What follows belongs to an exercise in optimizing a design on an open flow for small area, a short achievable clock period and few clock cycles per item; a production flow would make more cautious choices. In this exercise RTL edits were held to simulation tests only and were not proved equivalent to the original.

**flow/design.v**
```verilog
`default_nettype none
package modexp_pkg;
  localparam int unsigned ModW   = 31;
  localparam int unsigned FieldW = 63;
  localparam logic [ModW-1:0] ModulusReset = 31'd1000000007;
  localparam logic [2:0] StIdle = 3'd0;
  localparam logic [2:0] StRed  = 3'd1;
  localparam logic [2:0] StChk  = 3'd2;
  localparam logic [2:0] StMul  = 3'd3;
  localparam logic [2:0] StDone = 3'd4;
  typedef logic [ModW-1:0] mod_t;
endpackage
`default_nettype wire
`default_nettype none
module modexp_mulser (
  input  wire                   clk_i,
  input  wire                   rst_ni,
  input  wire                   start_i,
  input  modexp_pkg::mod_t      a_i,
  input  modexp_pkg::mod_t      b_i,
  input  modexp_pkg::mod_t      m_i,
  output modexp_pkg::mod_t      prod_o,
  output logic                  done_o
);
  localparam int unsigned CntW = $clog2(modexp_pkg::ModW);
  modexp_pkg::mod_t            acc_q, acc_d;
  modexp_pkg::mod_t            a_q;
  modexp_pkg::mod_t            b_q;
  logic [CntW-1:0] cnt_q;
  logic            busy_q;
  logic            done_q;
  logic [modexp_pkg::ModW:0]   dbl, dbl_r, sum, sum_r;
  always_comb begin
    dbl   = {acc_q, 1'b0};
    dbl_r = (dbl >= {1'b0, m_i}) ? dbl - {1'b0, m_i} : dbl;
    sum   = dbl_r + (b_q[modexp_pkg::ModW-1] ? {1'b0, a_q} : '0);
    sum_r = (sum >= {1'b0, m_i}) ? sum - {1'b0, m_i} : sum;
    acc_d = sum_r[modexp_pkg::ModW-1:0];
  end
  always_ff @(posedge clk_i or negedge rst_ni) begin
    if (!rst_ni) begin
      busy_q <= 1'b0;
      done_q <= 1'b0;
      cnt_q  <= '0;
    end else begin
      done_q <= !start_i && busy_q && (cnt_q == CntW'(modexp_pkg::ModW - 1));
      if (start_i) begin
        busy_q <= 1'b1;
        cnt_q  <= '0;
      end else if (busy_q) begin
        cnt_q <= cnt_q + 1'b1;
        if (cnt_q == CntW'(modexp_pkg::ModW - 1)) begin
          busy_q <= 1'b0;
        end
      end
    end
  end
  always_ff @(posedge clk_i) begin
    if (start_i) begin
      acc_q <= '0;
      a_q   <= a_i;
      b_q   <= b_i;
    end else if (busy_q) begin
      acc_q <= acc_d;
      b_q   <= {b_q[modexp_pkg::ModW-2:0], 1'b0};
    end
  end
  assign prod_o = acc_q;
  assign done_o = done_q;
endmodule
`default_nettype wire
`default_nettype none
module modular_exponentiation_top #(
  parameter int unsigned EXP_WIDTH = 64
) (
  input  wire          clk_i,
  input  wire          rst_ni,
  input  wire          s_axis_tvalid,
  output logic         s_axis_tready,
  input  wire  [127:0] s_axis_tdata,    
  output logic         m_axis_tvalid,
  input  wire          m_axis_tready,
  output logic [31:0]  m_axis_tdata,    
  input  wire          cfg_valid_i,
  output logic         cfg_ready_o,
  input  wire  [30:0]  cfg_data_i       
);
  localparam int unsigned EW   = (EXP_WIDTH < modexp_pkg::FieldW) ? EXP_WIDTH : modexp_pkg::FieldW;
  localparam int unsigned RedW = $clog2(modexp_pkg::FieldW);
  logic [2:0]        st_q;
  modexp_pkg::mod_t              mod_q;
  modexp_pkg::mod_t              r_q, b_q;
  logic [EW-1:0]     e_q;
  logic [modexp_pkg::FieldW-1:0] sh_q;
  logic [RedW-1:0]   rcnt_q;
  logic              ovld_q;
  modexp_pkg::mod_t              out_q;
  logic              start;
  modexp_pkg::mod_t              prod_r, prod_b;
  logic              done_r, done_b;
  logic [modexp_pkg::ModW:0]     red_t, red_s;
  logic              in_acc;
  assign cfg_ready_o   = 1'b1;
  assign s_axis_tready = (st_q == modexp_pkg::StIdle);
  assign in_acc        = s_axis_tvalid && s_axis_tready;
  assign start         = (st_q == modexp_pkg::StChk) && (e_q != '0);
  always_comb begin
    red_t = {r_q, sh_q[modexp_pkg::FieldW-1]};
    red_s = (red_t >= {1'b0, mod_q}) ? red_t - {1'b0, mod_q} : red_t;
  end
  always_ff @(posedge clk_i or negedge rst_ni) begin
    if (!rst_ni) begin
      mod_q <= modexp_pkg::ModulusReset;
    end else if (cfg_valid_i) begin
      mod_q <= cfg_data_i;
    end
  end
  always_ff @(posedge clk_i or negedge rst_ni) begin
    if (!rst_ni) begin
      st_q   <= modexp_pkg::StIdle;
      ovld_q <= 1'b0;
      rcnt_q <= '0;
    end else begin
      if (m_axis_tvalid && m_axis_tready) ovld_q <= 1'b0;
      case (st_q)
        modexp_pkg::StIdle: begin
          if (in_acc) begin
            rcnt_q <= '0;
            st_q   <= (mod_q < modexp_pkg::ModW'(2)) ? modexp_pkg::StDone : modexp_pkg::StRed;
          end
        end
        modexp_pkg::StRed: begin
          rcnt_q <= rcnt_q + 1'b1;
          if (rcnt_q == RedW'(modexp_pkg::FieldW - 1)) st_q <= modexp_pkg::StChk;
        end
        modexp_pkg::StChk: begin
          st_q <= (e_q == '0) ? modexp_pkg::StDone : modexp_pkg::StMul;
        end
        modexp_pkg::StMul: begin
          if (done_r && done_b) st_q <= modexp_pkg::StChk;
        end
        modexp_pkg::StDone: begin
          if (!ovld_q) begin
            ovld_q <= 1'b1;
            st_q   <= modexp_pkg::StIdle;
          end
        end
        default: st_q <= modexp_pkg::StIdle;
      endcase
    end
  end
  always_ff @(posedge clk_i) begin
    case (st_q)
      modexp_pkg::StIdle: begin
        if (in_acc) begin
          sh_q <= s_axis_tdata[modexp_pkg::FieldW-1:0];
          e_q  <= s_axis_tdata[modexp_pkg::FieldW +: EW];
          r_q  <= '0;
          b_q  <= '0;
        end
      end
      modexp_pkg::StRed: begin
        sh_q <= {sh_q[modexp_pkg::FieldW-2:0], 1'b0};
        if (rcnt_q == RedW'(modexp_pkg::FieldW - 1)) begin
          b_q <= red_s[modexp_pkg::ModW-1:0];
          r_q <= modexp_pkg::ModW'(1);
        end else begin
          r_q <= red_s[modexp_pkg::ModW-1:0];
        end
      end
      modexp_pkg::StMul: begin
        if (done_r && done_b) begin
          if (e_q[0]) r_q <= prod_r;
          b_q <= prod_b;
          e_q <= e_q >> 1;
        end
      end
      modexp_pkg::StDone: begin
        if (!ovld_q) out_q <= (mod_q < modexp_pkg::ModW'(2)) ? '0 : r_q;
      end
      default: begin
      end
    endcase
  end
  modexp_mulser u_mul_r (
    .clk_i  (clk_i),
    .rst_ni (rst_ni),
    .start_i(start),
    .a_i    (r_q),
    .b_i    (b_q),
    .m_i    (mod_q),
    .prod_o (prod_r),
    .done_o (done_r)
  );
  modexp_mulser u_mul_b (
    .clk_i  (clk_i),
    .rst_ni (rst_ni),
    .start_i(start),
    .a_i    (b_q),
    .b_i    (b_q),
    .m_i    (mod_q),
    .prod_o (prod_b),
    .done_o (done_b)
  );
  assign m_axis_tvalid = ovld_q;
  assign m_axis_tdata  = {1'b0, out_q};
endmodule
`default_nettype wire
```
**flow/constraint.sdc**
```tcl
create_clock -name core_clock -period 10.0 [get_ports {clk_i}]
set_input_delay 2.0000 -clock core_clock [delete_from_list [all_inputs] [get_ports {clk_i}]]
set_output_delay 2.0000 -clock core_clock [all_outputs]
set_load 0.01 [all_outputs]
```
**flow/config.mk**
```make
export PLATFORM = sky130hd
export DESIGN_NAME = modular_exponentiation_top
export DESIGN_NICKNAME = modular_exponentiation_top
export VERILOG_FILES = /design/flow/design.v
export SDC_FILE = /design/flow/constraint.sdc
export NUM_CORES = 4
export LEC_CHECK = 0
export CAP_MARGIN = 20
export CORE_MARGIN = 2
export CORE_UTILIZATION = 40
export SLEW_MARGIN = 20
```
**flow/run.sh**
```bash
#!/bin/bash
# synth_recipe.tcl (not shown) runs the flow's synth.tcl, then flattens the netlist and writes it again
# the make line also repeats each setting of config.mk as NAME=value (left out here)
make -C /OpenROAD-flow-scripts/flow DESIGN_CONFIG=/design/flow/config.mk WORK_HOME=/design/flow/orfs CLKGATE_MAP_FILE= SYNTH_SCRIPT=/design/flow/synth_recipe.tcl finish
```
==> impl_metrics.yaml <==
clock_tree:
  cts_sinks: 460
  clockBufferDepth: 3
  clk_pin_slew_ns: 0.06
  numCtsBuffers: 54
  htreeDepth: 2
  cts_setup_buffers: 0
  cts_root_buffer: "clkbuf_16"
  clk_latency_ns: 0.63
  post_cts_resized: 0
  cts-hold-fix-buffers: 0
  cts_tree: "done"
drt:
  dr.pass1.iters: 7
  drc: 0
  ant_nets: 0
  wl_um: 90600
  wl_per_cell_um: 19.7
  first_iter_violations: 1732
  avgViaCountPerCell: 5.49
  vias: 25245
die:
  initial_utilization_pct: 40.6
  dieArea_um2: 79500
  die_height_um: 282
  rows: 101
  io_pins: 199
  die_w_um: 282
  core_area_um2: 76200
cells_and_area:
  regArea_um2: 12900
  syn_to_final_growth_pct: 16.3
  multi_input_area_um2: 17000
  nets: 3911
  n_fill_cell: 7323
  fin_cells: 4597
  drive_gt1_share_pct: 7.44
  post-route-util_pct: 47.2
timing:
  fin_setup_tns_ns: 0
  worst_pin_slew_ns: 1.02
  finalCritPeriodShare_pct: 92.9
  rsz0062_at_grt: "no"
  fin_skew_ns: 0.0191
  setup_viol: 0
  fin_crit_ns: 9.29
  max-slew-margin-rel_pct: 30.9
  finalHoldViolations: 0
  finalMaxSlewViolations: 0
  fmax_ghz: 0.108
critical_path:
  cp_max_fo: 42
  endpoint_kind: "register"
  worst_ep_arrival_time_ns: 9.84
  cp_slowest_cell: "dfstp_2"
  crit_type: "reg2reg"
  critPathTopFamily: "compound AO/OA/AOI/OAI gates"
  crit_buf_inv: 4
  start_kind: "register"
  max_stage_delay_ns: 0.64
  crit_required_ns: 10.55
  cp.depth: 29
  worstRegToRegCells: 29
logic_synthesis:
  synth_top_family_by_area: "compound AO/OA/AOI/OAI gates"
  ys_warn_count: 2
  synthXorXnorAreaFrac_pct: 5.35
  syn_nets: 3746
  synth.avg_cell_area_um2: 9.22
  syn_inst: 3352
  syn-cell-area_um2: 30900
  synthAdderAreaFrac_pct: 9.48
  synth-edff-count: 343
  yosys.area.top_type_share_pct: 33.3
  synth-compound-area-share_pct: 18.3
  synth.distinct_cells: 87
  synthTopCellsByArea: "edfxtp_1 33%, ha_1 9.0%, nand2_1 7.5%"
  yosys.area_share.simple_pct: 17.0
  ys_seq_elements: 460
  synth_ff_type: "edfxtp_1"
  yosys.area.top_type: "edfxtp_1"
  ys_seq_area_share_pct: 41.8
  async_reset_ff_share_pct: 12.0
  synthMuxAreaShare_pct: 4.75
placed_design:
  port_buffers: 194
  place_congestion: 0.913
  hpwlAfterDp_um: 68700
  placedCellCount: 4489
outcome:
  status: "timing/DRC/antenna clean"
grt:
  grt_pass1_vias: 23933
  grt_max_degree: 72
  grt_pass1_wl_um: 140000
  grt_usage_pct: 22.6
  grt_antenna_before_repair: 8
  gr-total-overflow: 0
hold_path:
  hold_depth: 0
  min-delay-path-class: "reg2reg"
run:
  max-cap-violations: 0
==> layout by cell type (no fill, tap or decap), types with 70 or more instances in the layout <==
| master | synthesis | routed |
|---|---|---|
| a21oi_1 | 258 | 256 |
| nand2_1 | 620 | 618 |
| xnor2_1 | 117 | 117 |
| xor2_1 | 70 | 70 |
| o21ai_0 | 298 | 298 |
| nor2_1 | 138 | 135 |
| clkdlybuf4s50_1 | 0 | 192 |
| edfxtp_1 | 343 | 343 |
| ha_1 | 223 | 223 |
| a21o_1 | 105 | 105 |
| inv_1 | 122 | 121 |
==> metrics by stage <==
step	worst slack, ns	hold slack [ns]	instance area, um^2
finish	0.706	0.446	36000
global placement	1.10	0.429	34100
floorplan	2.16	0.417	30900
detailed placement	1.03	0.432	34100
CTS	0.934	0.446	35900
global route	0.162	0.453	36000
==> layer usage <==
layer	track usage (%)	up-vias	share of wire (%)
met3	3.77	123	5.9
met1	31.0	11919	46
li1	-	12529	-
met5	0	-	0.013
met4	7.04	2	3.0
met2	36.2	672	45
==> worst paths after layout <==
check	slack, ns	from	endpoint
min in group asynchronous	1.51	rst_ni	mod_q[4]$_DFFE_PN0P_
worst max-delay path	0.71	mod_q[0]$_DFFE_PN1P_	u_mul_r.acc_q[0]$_SDFFE_PP0P_
worst min register to register	0.45	b_q[0]$_DFFE_PP_	u_mul_b.a_q[0]$_DFFE_PP_
worst max register to register	0.71	mod_q[0]$_DFFE_PN1P_	u_mul_r.acc_q[0]$_SDFFE_PP0P_
worst min-delay path	0.45	b_q[0]$_DFFE_PP_	u_mul_b.a_q[0]$_DFFE_PP_
max in group asynchronous	7.81	rst_ni	u_mul_b.busy_q$_DFF_PN0_
==> kinds of logic (layout without fill, tap and decap cells) <==
kind of cell    count (synthesis)  in the layout
other cells                     2              6
flops                         460            460
xor+xnor                      188            188
simple gates                 1151           1151
mux                           137            137
fa+ha+maj                     230            230
compound gates                923            923
buf+inv                       261            472
==> flip-flops by register name, summed over array words and instances (netlist names), 3 cells and up <==
register and count:
b_q 31, e_q 63, mod_q 31, out_q 31, r_q 31, rcnt_q 6, sh_q 63, st_q 3
u_mul_b.a_q 31, u_mul_b.acc_q 31, u_mul_b.b_q 31, u_mul_b.cnt_q 5, u_mul_r.a_q 31, u_mul_r.acc_q 31, u_mul_r.b_q 31, u_mul_r.cnt_q 5
==> worst reg2reg max path, delay by kind of cell (launching register included) <==
family | cells | cell delay [ns]
buffers and inverters | 4 | 0.95
AOI/OAI and AO/OA | 13 | 3.92
muxes | 2 | 0.58
DFF | 1 | 0.64
adders and majority gates | 3 | 1.26
and+or+nand+nor | 6 | 1.72
xor gates and xnor gates | 1 | 0.17
==> layout make-up <==
| class | count | area share [%] |
|---|---|---|
| sequential | 460 | 36.0 |
| clock inverter | 35 | 1.02 |
| timing repair buffer | 248 | 6.68 |
| clock buffer | 67 | 4.06 |
| antenna | 4 | 0.0278 |
| inverter | 122 | 1.28 |
| multi-input combinational | 2631 | 47.4 |
| tap | 1030 | 3.58 |
==> Yosys cell counts, types with 62 or more instances <==
cell and n:
nand2_1 620, edfxtp_1 343, o21ai_0 298, a21oi_1 258
ha_1 223, nor2_1 138, inv_1 122, clkbuf_1 118
xnor2_1 117, a21o_1 105, and2_1 70, xor2_1 70
mux2i_1 69, mux2_2 67, dfxtp_1 62
Testbench counts, summed over its fixed seeds: cycles 226,289, items 192.

re-timing with driven ports:
No port has a modelled driver above. Below, the same layout with a new extraction and two added sets of constraints. Step 1 assumes that a clkbuf_16 drives the clock port and a buf_2 every other input. Step 2, shift: input delay + t, output delay - t, t = (earliest + latest rising clock arrival at the registers) / 2. This alone moves slack from input paths to output paths. Three values: no drivers, after step 1, after step 2; two values: the first two.
t (ns): 0.682
setup slack, ns: 0.706 / 0.706 / 0.706
cell pins on the clock port's net: 1
After both steps setup and hold are still met in this run. The setup slack of this run moves by 0.000 ns with the drivers and by 0.000 ns with both steps.
